Background: an optimization exercise with open tools, aiming at small area. Do not read the settings as production practice.
Function was checked by simulation only, so behaviour that the tests miss may differ from the original.
Power is estimated from default activity; no workload was simulated.

--- design.v ---
module gps_ack_multi #(
  parameter int          NCH       = 4,
  parameter int          SAMPLE_W  = 1,
  parameter int          ACC_W     = 16,
  parameter int          INT_LEN   = 4000,
  parameter int          PHASES    = 1023,
  parameter logic [31:0] CODE_STEP = 32'd1098437886
) (
  input  logic                 clk,
  input  logic                 rst,
  input  logic                 ack_start,
  input  logic                 adc_clk,
  input  logic [SAMPLE_W-1:0]  i_sample,
  input  logic [SAMPLE_W-1:0]  q_sample,
  input  logic [NCH*5-1:0]     sat,
  output logic                 busy,
  output logic                 int_active,
  output logic                 corr_complete,
  output logic [9:0]           code_phase,
  output logic [NCH*ACC_W-1:0] integrator,
  output logic [NCH*10-1:0]    peak_phase,
  output logic [NCH*ACC_W-1:0] peak_mag,
  output logic                 done
);
  localparam logic [2:0] IDLE   = 3'b000;
  localparam logic [2:0] IDLE_D = 3'b001;   
  localparam logic [2:0] SLEW   = 3'b010;
  localparam logic [2:0] SLEW_C = 3'b011;   
  localparam logic [2:0] ARM    = 3'b100;
  localparam logic [2:0] INTEG  = 3'b101;
  localparam logic [2:0] DUMP   = 3'b110;
  localparam logic [2:0] DONE   = 3'b111;   
  logic [2:0]  state, state_n;
  logic        s_idle, s_slew, s_run, s_dump, clr;
  logic        flag;                   
  logic [9:0]  phase;
  logic [10:1] g1, g2, g1_adv, g2_adv;
  logic [11:0] nco, nco_inc, nco_sum;
  logic        carry, last, slew_end, adv;
  logic [19:0] sat_q;
  logic        adc_prev, accept;
  logic [3:0]  chip, en;
  logic [1:0]  chip_u, chip_q;
  logic        sel01;
  logic [7:0]  cs;
  logic [10:0] cq [8];
  logic [10:0] cabs [8];
  logic [11:0] mh [4];
  logic [3:0]  gt;
  logic [11:0] integ_h [4];
  logic [11:0] peak_h [4];
  logic [9:0]  pphase [4];
  assign s_idle = (state[2:1] == 2'b00);
  assign s_slew = (state[2:1] == 2'b01);
  assign s_run  = (state[2:1] == 2'b10);
  assign s_dump = (state == DUMP);
  assign clr    = rst | (s_idle & ack_start);
  assign busy          = state[2] | state[1];
  assign done          = (state == IDLE_D);
  assign corr_complete = state[1] & state[0];
  assign int_active    = (state == INTEG);
  always_comb begin
    logic c;
    c = flag;
    for (int k = 0; k < 10; k++) begin
      phase[k] = code_phase[k] ^ c;
      c        = c & code_phase[k];
    end
  end
  assign accept   = adc_clk & ~adc_prev & s_run;
  assign carry    = (nco >= 12'd2977);
  assign last     = (nco == 12'd2977);
  assign slew_end = (nco == 12'd0);
  assign adv      = s_slew ? ~slew_end : (accept & carry);
  assign nco_inc  = s_run ? (accept ? (carry ? 12'd1119 : 12'd1023) : 12'd0) : {12{~slew_end}};
  assign g1_adv   = {g1[9:1], g1[3] ^ g1[10]};
  assign g2_adv   = {g2[9:1], g2[2] ^ g2[3] ^ g2[6] ^ g2[8] ^ g2[9] ^ g2[10]};
  always_comb begin
    logic c;
    c = 1'b0;
    for (int k = 0; k < 12; k++) begin
      nco_sum[k] = nco[k] ^ nco_inc[k] ^ c;
      c          = (nco[k] & nco_inc[k]) | (c & (nco[k] ^ nco_inc[k]));
    end
  end
  function automatic logic tap_xor(input logic [4:0] prn, input logic [10:1] g);
    case (prn)
      5'd1:  tap_xor = g[2] ^ g[6];   5'd2:  tap_xor = g[3] ^ g[7];
      5'd3:  tap_xor = g[4] ^ g[8];   5'd4:  tap_xor = g[5] ^ g[9];
      5'd5:  tap_xor = g[1] ^ g[9];   5'd6:  tap_xor = g[2] ^ g[10];
      5'd7:  tap_xor = g[1] ^ g[8];   5'd8:  tap_xor = g[2] ^ g[9];
      5'd9:  tap_xor = g[3] ^ g[10];  5'd10: tap_xor = g[2] ^ g[3];
      5'd11: tap_xor = g[3] ^ g[4];   5'd12: tap_xor = g[5] ^ g[6];
      5'd13: tap_xor = g[6] ^ g[7];   5'd14: tap_xor = g[7] ^ g[8];
      5'd15: tap_xor = g[8] ^ g[9];   5'd16: tap_xor = g[9] ^ g[10];
      5'd17: tap_xor = g[1] ^ g[4];   5'd18: tap_xor = g[2] ^ g[5];
      5'd19: tap_xor = g[3] ^ g[6];   5'd20: tap_xor = g[4] ^ g[7];
      5'd21: tap_xor = g[5] ^ g[8];   5'd22: tap_xor = g[6] ^ g[9];
      5'd23: tap_xor = g[1] ^ g[3];   5'd24: tap_xor = g[4] ^ g[6];
      5'd25: tap_xor = g[5] ^ g[7];   5'd26: tap_xor = g[6] ^ g[8];
      5'd27: tap_xor = g[7] ^ g[9];   5'd28: tap_xor = g[8] ^ g[10];
      5'd29: tap_xor = g[1] ^ g[6];   5'd30: tap_xor = g[2] ^ g[7];
      5'd31: tap_xor = g[3] ^ g[8];
      default: tap_xor = g[2] ^ g[6];   
    endcase
  endfunction
  assign sel01 = adc_prev | ~s_run;
  always_comb begin
    for (int u = 0; u < 2; u++)
      chip_u[u] = g1[10] ^ tap_xor(sel01 ? sat_q[u*5 +: 5] : sat_q[(u+2)*5 +: 5], g2);
    chip = {chip_u, chip_q};
    for (int c = 0; c < 4; c++) en[c] = |sat_q[c*5 +: 5];
  end
  always_ff @(posedge clk) if (sel01) chip_q <= chip_u;
  always_comb begin
    state_n = state;
    case (state)
      IDLE, IDLE_D: state_n = ack_start ? SLEW : IDLE;
      SLEW, SLEW_C: state_n = slew_end ? ARM : SLEW;
      ARM:          if (accept) state_n = last ? DUMP : INTEG;
      INTEG:        if (accept && last) state_n = DUMP;
      DUMP:         state_n = (flag && code_phase == 10'(PHASES - 2)) ? DONE : SLEW_C;
      DONE:         state_n = IDLE_D;
      default:      state_n = IDLE;
    endcase
  end
  always_ff @(posedge clk) begin
    if (rst) state <= IDLE;
    else     state <= state_n;
  end
  always_ff @(posedge clk) begin
    adc_prev <= adc_clk;
    if (s_idle) begin
      flag  <= 1'b0;
      sat_q <= sat;
    end else if (s_dump) begin
      flag <= 1'b1;
    end
    if (s_dump) begin
      g1 <= 10'b1111111110;
      g2 <= 10'b1111111110;
    end else if (!(s_slew || s_run)) begin
      g1 <= '1;
      g2 <= '1;
    end else if (adv) begin
      g1 <= g1_adv;
      g2 <= g2_adv;
    end
    if (s_dump)                    nco <= {2'b00, phase};
    else if (!(s_slew || s_run))   nco <= '0;
    else                           nco <= nco_sum;
  end
  always_ff @(posedge clk) begin
    for (int a = 0; a < 8; a++) begin
      logic [11:0] t;
      t[0] = accept & en[a/2] & (chip[a/2] == ((a % 2) ? q_sample[0] : i_sample[0]));
      for (int k = 0; k < 11; k++) t[k+1] = t[k] & cq[a][k];
      if (!s_run) begin
        cs[a] <= 1'b1;
        cq[a] <= en[a/2] ? 11'd47 : 11'h7ff;
      end else begin
        cq[a] <= (cq[a] ^ t[10:0]) | {10'd0, t[11]};
        if (t[11]) cs[a] <= 1'b0;
      end
    end
  end
  always_comb begin
    for (int a = 0; a < 8; a++) cabs[a] = cq[a] ^ {11{~cs[a]}};    
    for (int c = 0; c < 4; c++) begin
      logic cy, cg;
      logic [11:0] mn;
      cy = 1'b1;
      for (int k = 0; k < 11; k++) begin
        mn[k] = cabs[2*c][k] ^ cabs[2*c+1][k] ^ cy;
        cy    = (cabs[2*c][k] & cabs[2*c+1][k]) | (cy & (cabs[2*c][k] ^ cabs[2*c+1][k]));
      end
      mn[11] = cy;
      mh[c]  = ~mn;
      cg = 1'b1;
      for (int k = 0; k < 12; k++)
        cg = (mn[k] & peak_h[c][k]) | (cg & (mn[k] | peak_h[c][k]));
      gt[c] = ~cg;
    end
  end
  always_ff @(posedge clk) begin
    if (clr) begin
      code_phase <= '0;
      for (int c = 0; c < 4; c++) begin
        integ_h[c] <= '0;
        peak_h[c]  <= '0;
        pphase[c]  <= '0;
      end
    end else if (s_dump) begin
      code_phase <= phase;
      for (int c = 0; c < 4; c++) begin
        integ_h[c] <= mh[c];
        if (gt[c]) begin
          peak_h[c] <= mh[c];
          pphase[c] <= phase;
        end
      end
    end
  end
  always_comb begin
    for (int c = 0; c < 4; c++) begin
      integrator[c*16 +: 16] = {3'b000, integ_h[c], 1'b0};
      peak_mag[c*16 +: 16]   = {3'b000, peak_h[c], 1'b0};
      peak_phase[c*10 +: 10] = pphase[c];
    end
  end
endmodule
--- flow/run.sh ---
#!/bin/bash
# Own layout flow: the standard synthesis, then the logic between the registers is mapped
# again by ABC for area (registers, their names and cell types are kept), then the standard
# layout with the ports buffered by the smallest buffer and a clock tree of small clock
# buffers without dummy loads. Each tool's output goes to its own log.
set -euo pipefail
W=$(pwd)
R=$W/orfs/results/$FLOW_PLATFORM/gps_ack_multi/base
LIB=$FLOW_HOME/platforms/$FLOW_PLATFORM/lib/sky130_fd_sc_hd__tt_025C_1v80.lib
YOSYS=$FLOW_HOME/../tools/install/yosys/bin/yosys
[[ -x $YOSYS ]] || YOSYS=yosys

bash standard.sh synth > synth.log 2>&1

python3 flow/genmap.py "$LIB" "$W/comb_map.v" > genmap.log 2>&1
DU=$(sed -n '/DONT_USE_CELLS/,/^$/p' $FLOW_HOME/platforms/$FLOW_PLATFORM/config.mk | grep -o 'sky130_fd_sc_hd__[A-Za-z0-9_]*' | sed 's/^/-dont_use /' | tr '\n' ' ')
cp "$R/1_2_yosys.v" "$W/1_2_yosys.standard.v"
cat > resyn.ys <<EOS
read_liberty -lib $LIB
read_verilog $W/1_2_yosys.standard.v
hierarchy -top $FLOW_TOP
techmap -map $W/comb_map.v
techmap
opt_expr
opt_clean
abc -liberty $LIB $DU -script $W/flow/resyn.abc
setundef -zero
splitnets
opt_clean -purge
hilomap -singleton -hicell sky130_fd_sc_hd__conb_1 HI -locell sky130_fd_sc_hd__conb_1 LO
opt_clean -purge
check -assert -mapped
stat -liberty $LIB
write_verilog -noattr -nohex -nodec $R/1_2_yosys.v
EOS
$YOSYS -s resyn.ys > resyn.log 2>&1
rm -f "$R/1_synth.odb"

bash standard.sh "BUFFER_PORTS_ARGS=-buffer_cell sky130_fd_sc_hd__buf_1" \
  "CTS_ARGS=-sink_clustering_enable -repair_clock_nets -dont_use_dummy_load -sink_clustering_size 8 -sink_clustering_max_diameter 40 -buf_list sky130_fd_sc_hd__clkbuf_4" finish > layout.log 2>&1
--- flow/genmap.py ---
# Writes a Yosys techmap file that replaces each combinational standard cell of the liberty
# file (except the full adders) by its logic function, so that ABC can map the
# logic between the registers again. Registers are left as they are.
import re, sys
lib = open(sys.argv[1]).read()
out = []
for m in re.finditer(r'\n\s*cell\s*\(\s*"?(\w+)"?\s*\)\s*\{', lib):
    name = m.group(1)
    i = m.end(); depth = 1
    while depth:
        c = lib[i]
        depth += (c == '{') - (c == '}')
        i += 1
    body = lib[m.end():i]
    if re.search(r'\b(ff|latch|statetable)\s*\(', body) or re.search(r'__fa_\d', name):
        continue
    pins = []
    for pm in re.finditer(r'\n\s*pin\s*\(\s*"?(\w+)"?\s*\)\s*\{', body):
        j = pm.end(); d = 1
        while d:
            c = body[j]
            d += (c == '{') - (c == '}')
            j += 1
        pb = body[pm.end():j]
        dm = re.search(r'direction\s*:\s*"?(\w+)"?', pb)
        fm = re.search(r'\bfunction\s*:\s*"([^"]*)"', pb)
        pins.append((pm.group(1), dm.group(1) if dm else None, fm.group(1) if fm else None))
    outs = [p for p in pins if p[1] == 'output']
    if not outs or any(p[2] is None for p in outs):
        continue
    def conv(f):
        f = f.replace('!', '~').replace('*', '&').replace('+', '|')
        return re.sub(r'(\w|\))\s+(?=[\w~(])', r'\1 & ', f)
    ports = [p[0] for p in pins if p[1] in ('input', 'output')]
    s = f"module {name}({', '.join(ports)});\n"
    for p in pins:
        if p[1] in ('input', 'output'):
            s += f"  {p[1]} {p[0]};\n"
    for p in outs:
        s += f"  assign {p[0]} = {conv(p[2])};\n"
    out.append(s + "endmodule\n")
open(sys.argv[2], 'w').write(''.join(out))
--- flow/resyn.abc ---
strash
ifraig
dc2
strash
&get -n
&dch -f
&nf
&put
strash
dch -f
map -a
strash
dch -f
map -a
strash
dch -f
map -a
strash
dch -f
map -a
strash
&get -n
&dch -f
&nf -R 2000 -C 32
&put
strash
&get -n
&dch -f
&nf -R 2000 -C 32
&put
strash
&get -n
&dch -f
&nf -R 2000 -C 32
&put
strash
&get -n
&dch -f
&nf -R 2000 -C 32
&put
topo
--- standard.sh ---
#!/bin/bash
# synth_recipe.tcl (not shown) runs the flow's synth.tcl, then flattens the netlist and writes it again
# the make line also repeats each setting of config.mk as NAME=value (left out here)
make -C /OpenROAD-flow-scripts/flow DESIGN_CONFIG=/design/flow/config.mk WORK_HOME=/design/flow/orfs CLKGATE_MAP_FILE= SYNTH_SCRIPT=/design/flow/synth_recipe.tcl "${@:-finish}"
--- config.mk ---
export PLATFORM = sky130hd
export DESIGN_NAME = gps_ack_multi
export DESIGN_NICKNAME = gps_ack_multi
export VERILOG_FILES = /design/flow/design.v
export SDC_FILE = /design/flow/constraint.sdc
export NUM_CORES = 4
export LEC_CHECK = 0
export CAP_MARGIN = 20
export CORE_MARGIN = 2
export CORE_UTILIZATION = 65
export CTS_BUF_LIST = sky130_fd_sc_hd__clkbuf_4
export CTS_CLUSTER_DIAMETER = 40
export CTS_CLUSTER_SIZE = 8
export PLACE_DENSITY = 0.75
export SLEW_MARGIN = 20
--- constraint.sdc ---
create_clock -name core_clock -period 8.0 [get_ports {clk}]
set_input_delay 1.6000 -clock core_clock [delete_from_list [all_inputs] [get_ports {clk}]]
set_output_delay 1.6000 -clock core_clock [all_outputs]
set_load 0.01 [all_outputs]
==> results of run 1 <==
==> tightest hold or removal path: cells and delay by family, from the launching register on <==
| family | cells | cell delay [ns] |
|---|---|---|
| flip-flops | 1 | 0.32 |
| AND/OR/NAND/NOR | 2 | 0.09 |
==> where the power goes <==
group | switching (W) | internal (W)
combinational | 0.000520 | 0.000311
clock | 0.000480 | 0.000264
sequential | 0.000132 | 0.00164
total | 0.00113 | 0.00222
==> routing by layer <==
metal | global-route usage, % | vias to the layer above | routed length (µm)
li1 | - | 5772 | -
met1 | 43.6 | 5623 | 15200
met2 | 49.0 | 529 | 15100
met3 | 4.36 | 73 | 2580
met4 | 9.00 | 0 | 892
met5 | 0 | - | 0
==> final cells by class <==
| class | instances | area [µm²] | share of cell area [%] |
|---|---|---|---|
| multi-input cells | 1165 | 7350 | 48.3 |
| flip-flops and latches | 301 | 6250 | 41.1 |
| repair buffers | 194 | 800 | 5.25 |
| clock buffers | 46 | 345 | 2.27 |
| well taps | 270 | 338 | 2.22 |
| inverters | 35 | 131 | 0.863 |
| diodes | 1 | 2.50 | 0.0164 |
==> placed cells by master (no fill, tap or decap), types with 4 or more instances in the layout <==
master and n:
o211ai_1 7, a22o_1 4, buf_1 175, and2_0 22, o22ai_1 31, a211oi_1 4, dfxtp_1 279, or3_1 5
nand4_1 7, nand2_1 226, o21ai_0 181, buf_4 19, a222oi_1 5, o22a_1 4, nand3_1 17, or2_0 11
o221ai_1 8, xor2_1 41, edfxtp_1 22, o31ai_1 35, and3_1 35, xnor2_1 122, clkinv_1 35, conb_1 32
clkbuf_4 46, nor2_1 64, a21oi_1 178, nor4_1 4, a221oi_1 8, a22oi_1 13, a31oi_1 10, fa_1 50
==> worst max-delay path by stage <==
stage,endpoint,slack (ns),depth (start not counted)
2_1_floorplan,peak_h[3][0],0.75,19
3_3_place_gp,pphase[2][3],1.12,21
3_5_place_dp,peak_h[0][4],0.83,20
4_1_cts,peak_h[0][4],0.81,20
5_1_grt,pphase[2][7],0.49,21
6_report,pphase[2][7],0.91,21
==> metrics by stage <==
| step | cells | utilization, % |
|---|---|---|
| floorplan | 1501 | - |
| CTS | 2011 | 74.7 |
| finish | 2012 | 74.7 |
| detailed placement | 1965 | 73.0 |
| global route | 2012 | 74.7 |
| global placement | 1965 | 73.0 |
==> state kept, by name, summed over array words and instances (netlist names), 8 cells and up <==
signal	count
g2	10
code_phase	10
cq	88
nco	12
peak_h	48
pphase	40
cs	8
g1	10
integ_h	48
sat_q	20
==> out/metrics.cfg, run 1 <==
[status]
status=finished clean

[placement]
placed_area_mm2=0.0149
port_buffers=175
dp_slack_ns=0.834
hpwl_mm=24.3
routabilityCongestion=0.940

[power]
powerDensity_mw_per_mm2=220
ir_worst_vdd_mv=0.138
power_w=0.00335
cellLeakagePower_nw=5.47

[cts]
cts_resized=0
clk_pin_slew_ns=0.09
clock_latency_ns=0.66
cts_tree=built
htreeDepth=2
clk_path_buf_depth=3
cts_setup_buffers=0
numCtsBuffers=46
clockRootBuffer=clkbuf_4
cts_sinks=301
ctsHoldBuffers=0

[critical_path]
crit_arrival_ns=7.67
cp_num_buf_inv=1
crit_slowest_cell=nor2_1
worst_path_most_repeated_cell=fa_1
rr_startpoint=cq[4][0]
reg2reg_depth=21
crit_type=flip-flop to flip-flop
crit_path_start_kind=flip-flop
crit_path_end_kind=flip-flop
startpoint=cq[4][0]
max_stage_delay_ns=0.74
crit_chain=xor2_1 -> nand2_1 -> fa_1 -> fa_1 -> fa_1 -> fa_1 -> fa_1 -> fa_1 -> fa_1 -> fa_1 -> fa_1 -> clkinv_1 -> fa_1 -> o22ai_1 -> a21oi_1 -> a221oi_1 -> a21oi_1 -> and2_0 -> nor2_1 -> nand2_1 -> o21ai_0
cp_top_family=adder cells
r2r_end=pphase[2][7]
rrSetupSlack_ns=0.91
required_ns=8.57
path_max_fanout=11

[final_layout]
area_delta_synth_final_pct=12.0
drive_above_1_share_pct=4.02
fillers=1624
nNetsFinal=1819
design_area_mm2=0.0152

[sta]
finalMaxSlewViolations=0
rsz0062_at_grt=false
hold_slack_ns=0.444
fin_setup_tns_ns=0
finalSetupViolCount=0
hold_viol_final=0
worst_slack_ns=0.906
relSlewSlack_pct=34.3
fmax_ghz=0.141
skew_ns=0.0678
finalCriticalPeriod_ns=7.09
timing.final.crit_share_pct=88.7
tightest_slew_ns=0.982

[yosys]
syn_inst=1470
synth.cell_area_mm2=0.0136
yosys_warnings=7
avgSynthCellArea_um2=9.24

[grt]
antenna_found_initial=1
grt_start_max_net_pins=74
overflow=0
grt_pass1_wl_mm=55.4
grtUsageTotal_pct=30.6
grt_pass1_vias=11200

[job]
max-cap-violations=0

[hold_path]
hp-class=flip-flop to flip-flop
worstHoldStart=g1[4]
holdPathStages=2
holdPathEnd=g1[4]

[die]
rows=52
die_w_um=149
core_area_mm2=0.0204
io_pins=208
fp.dieArea_mm2=0.0221
die_h_um=149
start_util_pct=66.7

[route]
vias=12000
drt-pass1-iter-count=6
via_per_inst=5.96
routedWlPerCell_um=16.8
antenna_left=0
drc=0
drt_iter0_markers=878
wl_mm=33.8

==> run 2, diff against run 1 <==
--- a/design.v
+++ b/design.v
@@ -154,18 +154,18 @@
     for (int a = 0; a < 8; a++) begin
       logic [11:0] t;
       t[0] = accept & en[a/2] & (chip[a/2] == ((a % 2) ? q_sample[0] : i_sample[0]));
-      for (int k = 0; k < 11; k++) t[k+1] = t[k] & cq[a][k];
+      for (int k = 0; k < 11; k++) t[k+1] = t[k] & ~cq[a][k];
       if (!s_run) begin
         cs[a] <= 1'b1;
-        cq[a] <= en[a/2] ? 11'd47 : 11'h7ff;
+        cq[a] <= en[a/2] ? 11'd2000 : 11'd0;
       end else begin
-        cq[a] <= (cq[a] ^ t[10:0]) | {10'd0, t[11]};
+        cq[a] <= (cq[a] ^ t[10:0]) & ~{10'd0, t[11]};
         if (t[11]) cs[a] <= 1'b0;
       end
     end
   end
   always_comb begin
-    for (int a = 0; a < 8; a++) cabs[a] = cq[a] ^ {11{~cs[a]}};    
+    for (int a = 0; a < 8; a++) cabs[a] = cq[a] ^ {11{cs[a]}};     
     for (int c = 0; c < 4; c++) begin
       logic cy, cg;
       logic [11:0] mn;
--- a/flow/run.sh
+++ b/flow/run.sh
@@ -37,4 +37,4 @@
 rm -f "$R/1_synth.odb"
 
 bash standard.sh "BUFFER_PORTS_ARGS=-buffer_cell sky130_fd_sc_hd__buf_1" \
-  "CTS_ARGS=-sink_clustering_enable -repair_clock_nets -dont_use_dummy_load -sink_clustering_size 8 -sink_clustering_max_diameter 40 -buf_list sky130_fd_sc_hd__clkbuf_4" finish > layout.log 2>&1
+  "CTS_ARGS=-sink_clustering_enable -repair_clock_nets -dont_use_dummy_load -sink_clustering_size 10 -sink_clustering_max_diameter 50 -buf_list sky130_fd_sc_hd__clkbuf_4" finish > layout.log 2>&1
--- a/config.mk
+++ b/config.mk
@@ -5,11 +5,13 @@
 export SDC_FILE = /design/flow/constraint.sdc
 export NUM_CORES = 4
 export LEC_CHECK = 0
+export ABC_AREA = 1
 export CAP_MARGIN = 20
 export CORE_MARGIN = 2
 export CORE_UTILIZATION = 65
 export CTS_BUF_LIST = sky130_fd_sc_hd__clkbuf_4
-export CTS_CLUSTER_DIAMETER = 40
-export CTS_CLUSTER_SIZE = 8
+export CTS_CLUSTER_DIAMETER = 50
+export CTS_CLUSTER_SIZE = 10
+export GPL_ROUTABILITY_DRIVEN = 0
 export PLACE_DENSITY = 0.75
 export SLEW_MARGIN = 20
==> out/metrics.cfg, run 2 <==
[critical_path]
crit_path_start_kind=flip-flop  ; unchanged
crit_path_end_kind=flip-flop  ; unchanged
crit_type=flip-flop to flip-flop  ; unchanged
required_ns=8.51  ; was 8.57 ns
max_stage_delay_ns=0.79  ; was 0.74 ns
crit_arrival_ns=7.52  ; was 7.67 ns
reg2reg_depth=19  ; was 21
crit_slowest_cell=a21oi_4  ; was nor2_1
crit_chain=xnor2_1 -> nand2_1 -> fa_1 -> fa_1 -> fa_1 -> fa_1 -> fa_1 -> fa_1 -> fa_1 -> fa_1 -> fa_1 -> clkinv_1 -> fa_1 -> clkinv_1 -> o22ai_1 -> o2bb2ai_1 -> a21oi_4 -> mux2i_1 -> nor2_1  ; was xor2_1 -> nand2_1 -> fa_1 -> fa_1 -> fa_1 -> fa_1 -> fa_1 -> fa_1 -> fa_1 -> fa_1 -> fa_1 -> clkinv_1 -> fa_1 -> o22ai_1 -> a21oi_1 -> a221oi_1 -> a21oi_1 -> and2_0 -> nor2_1 -> nand2_1 -> o21ai_0
rr_startpoint=cs[4]  ; was cq[4][0]
worst_path_most_repeated_cell=fa_1  ; unchanged
startpoint=cs[4]  ; was cq[4][0]
path_max_fanout=40  ; was 11
rrSetupSlack_ns=0.99  ; was 0.91 ns
r2r_end=pphase[2][4]  ; was pphase[2][7]
endpoint=pphase[2][4]  ; was pphase[2][7]

[sta]
finalCriticalPeriod_ns=7.01  ; was 7.09 ns
fin_setup_tns_ns=0  ; unchanged
tightest_slew_ns=1.04  ; was 0.982 ns
skew_ns=0.0369  ; was 0.0678 ns
hold_viol_final=0  ; unchanged
finalSetupViolCount=0  ; unchanged
relSlewSlack_pct=30.5  ; was 34.3%
timing.final.crit_share_pct=87.6  ; was 88.7%
rsz0062_at_grt=false  ; unchanged
hold_slack_ns=0.449  ; was 0.444 ns
fmax_ghz=0.143  ; was 0.141 GHz
finalMaxSlewViolations=0  ; unchanged

[grt]
grt_pass1_vias=10800  ; was 11,200
overflow=0  ; unchanged
grtUsageTotal_pct=30.8  ; was 30.6%
grt_pass1_wl_mm=54.4  ; was 55.4 mm
antenna_found_initial=1  ; unchanged
grt_start_max_net_pins=65  ; was 74

[die]
die_h_um=148  ; was 149 µm
io_pins=208  ; unchanged
fp.dieArea_mm2=0.0220  ; was 0.0221 mm²
rows=52  ; unchanged
core_area_mm2=0.0203  ; was 0.0204 mm²
start_util_pct=66.5  ; was 66.7%
die_w_um=148  ; was 149 µm

[final_layout]
multi_input_area_mm2=0.00733  ; was 0.00735 mm²
fillers=1624  ; unchanged
ff_latch_area_mm2=0.00625  ; unchanged
largest_register_ffs=88  ; unchanged
drive_above_1_share_pct=3.84  ; was 4.02%
fin_util_pct=74.4  ; was 74.7%
area_delta_synth_final_pct=11.8  ; was 12.0%
final_cell_mix=dfxtp_1, o21ai_0, buf_1  ; was dfxtp_1, nand2_1, o21ai_0
layout_commonest_cell=dfxtp_1  ; unchanged
largest_register=cq  ; unchanged
nNetsFinal=1771  ; was 1,819
reg_top3=cq: 88 flops, integ_h: 48 flops, peak_h: 48 flops  ; unchanged

[placement]
hpwl_mm=24.7  ; was 24.3 mm
port_buffers=175  ; unchanged

[cts]
clk_path_buf_depth=3  ; unchanged
cts_sinks=301  ; unchanged
htreeDepth=2  ; unchanged
cts_setup_buffers=0  ; unchanged
ctsHoldBuffers=0  ; unchanged
cts_tree=built  ; unchanged
clk_pin_slew_ns=0.11  ; was 0.09 ns
cts_resized=0  ; unchanged
numCtsBuffers=37  ; was 46
clockRootBuffer=clkbuf_4  ; unchanged
clock_latency_ns=0.65  ; was 0.66 ns

[yosys]
synth.cell_area_mm2=0.0135  ; was 0.0136 mm²
yosys_warnings=7  ; unchanged
avgSynthCellArea_um2=9.43  ; was 9.24 µm²
syn_inst=1432  ; was 1,470

[route]
drc=0  ; unchanged
drt_iter0_markers=882  ; was 878
via_per_inst=5.90  ; was 5.96
vias=11600  ; was 12,000
wl_mm=34.2  ; was 33.8 mm
routedWlPerCell_um=17.4  ; was 16.8 µm
drt-pass1-iter-count=6  ; unchanged
antenna_left=0  ; unchanged

[power]
power_w=0.00329  ; was 0.00335 W
cellLeakagePower_nw=4.98  ; was 5.47 nW
powerDensity_mw_per_mm2=218  ; was 220 mW/mm²
ir_worst_vdd_mv=0.181  ; was 0.138 mV

[status]
status=finished clean  ; unchanged

[job]
max-cap-violations=0  ; unchanged

[hold_path]
hp-class=flip-flop to flip-flop  ; unchanged

## run 2: layout make-up
type / instances / area share, %
Inverter: 32 / 0.795
Antenna cell: 1 / 0.0166
Tap cell: 270 / 2.24
Sequential cell: 301 / 41.4
Clock buffer: 37 / 1.84
Multi-Input combinational cell: 1130 / 48.5
Timing Repair Buffer: 193 / 5.24
## run 2: report_power, final
| group | leakage, nW | switching [W] | total, W | internal [W] |
|---|---|---|---|---|
| clock | 0.170 | 0.000472 | 0.000686 | 0.000214 |
| combinational | 2.33 | 0.000537 | 0.000857 | 0.000320 |
| sequential | 2.48 | 0.000117 | 0.00175 | 0.00163 |
## run 2: worst min path at each step
| stage | from | end | slack (ns) | cells past startpoint |
|---|---|---|---|---|
| global placement | g1[6] | g1[7] | 0.42 | 2 |
| finish | g1[8] | g1[9] | 0.45 | 2 |
| floorplan | g1[1] | g1[2] | 0.42 | 2 |
| detailed placement | g1[4] | g1[5] | 0.43 | 2 |
| CTS | g1[8] | g1[9] | 0.45 | 2 |
| global route | g1[7] | g1[8] | 0.47 | 2 |
## run 2: routing by layer
layer	vias to the layer above	part of all wire (%)	GRT usage, %
met3	65	7.0	5.00
met1	5485	44	41.4
li1	5594	-	-
met5	-	0	0
met4	0	2.6	11.5
met2	447	47	50.4
## run 2: worst max-delay path, delay by kind of cell (launching register included)
family          cells  cell delay, ns
fa+ha+maj          10            4.28
compound gates      3            1.05
flops               1            0.71
mux                 1            0.27
xor+xnor            1            0.23
buf+inv             2            0.18
simple gates        2            0.17
## run 2: through the flow
step                      std cells  area [µm²]  worst slack (ns)
final                          1964       15100             0.989
after global placement         1926       14800              1.11
after global routing           1964       15100             0.574
after detailed placement       1926       14800              1.00
after floorplan                1463       13600             0.434
after CTS                      1963       15100             0.932

-- static timing again, ports no longer ideal --
No port has a modelled driver above. Below, the same layouts with a new extraction and two added sets of constraints.
Step 1: set_driving_cell puts a clkbuf_16 on clk and a buf_2 on each other input, an assumption about the parent block.
Step 2, shift: input delay + t, output delay - t, t = (earliest + latest rising clock arrival at the registers) / 2. This alone moves slack from input paths to output paths.
Three values: ideal, step 1, step 2; two values: the first two.
run	t, ns	setup slack, ns	hold slack, ns	cell pins on the clock port's net
run 1	0.674	0.906 / 0.906 / 0.906	0.444 / 0.444 / 0.444	1
run 2	0.673	0.989 / 0.989 / 0.989	0.449 / 0.449 / 0.449	1
After both steps setup and hold are still met in every run listed.
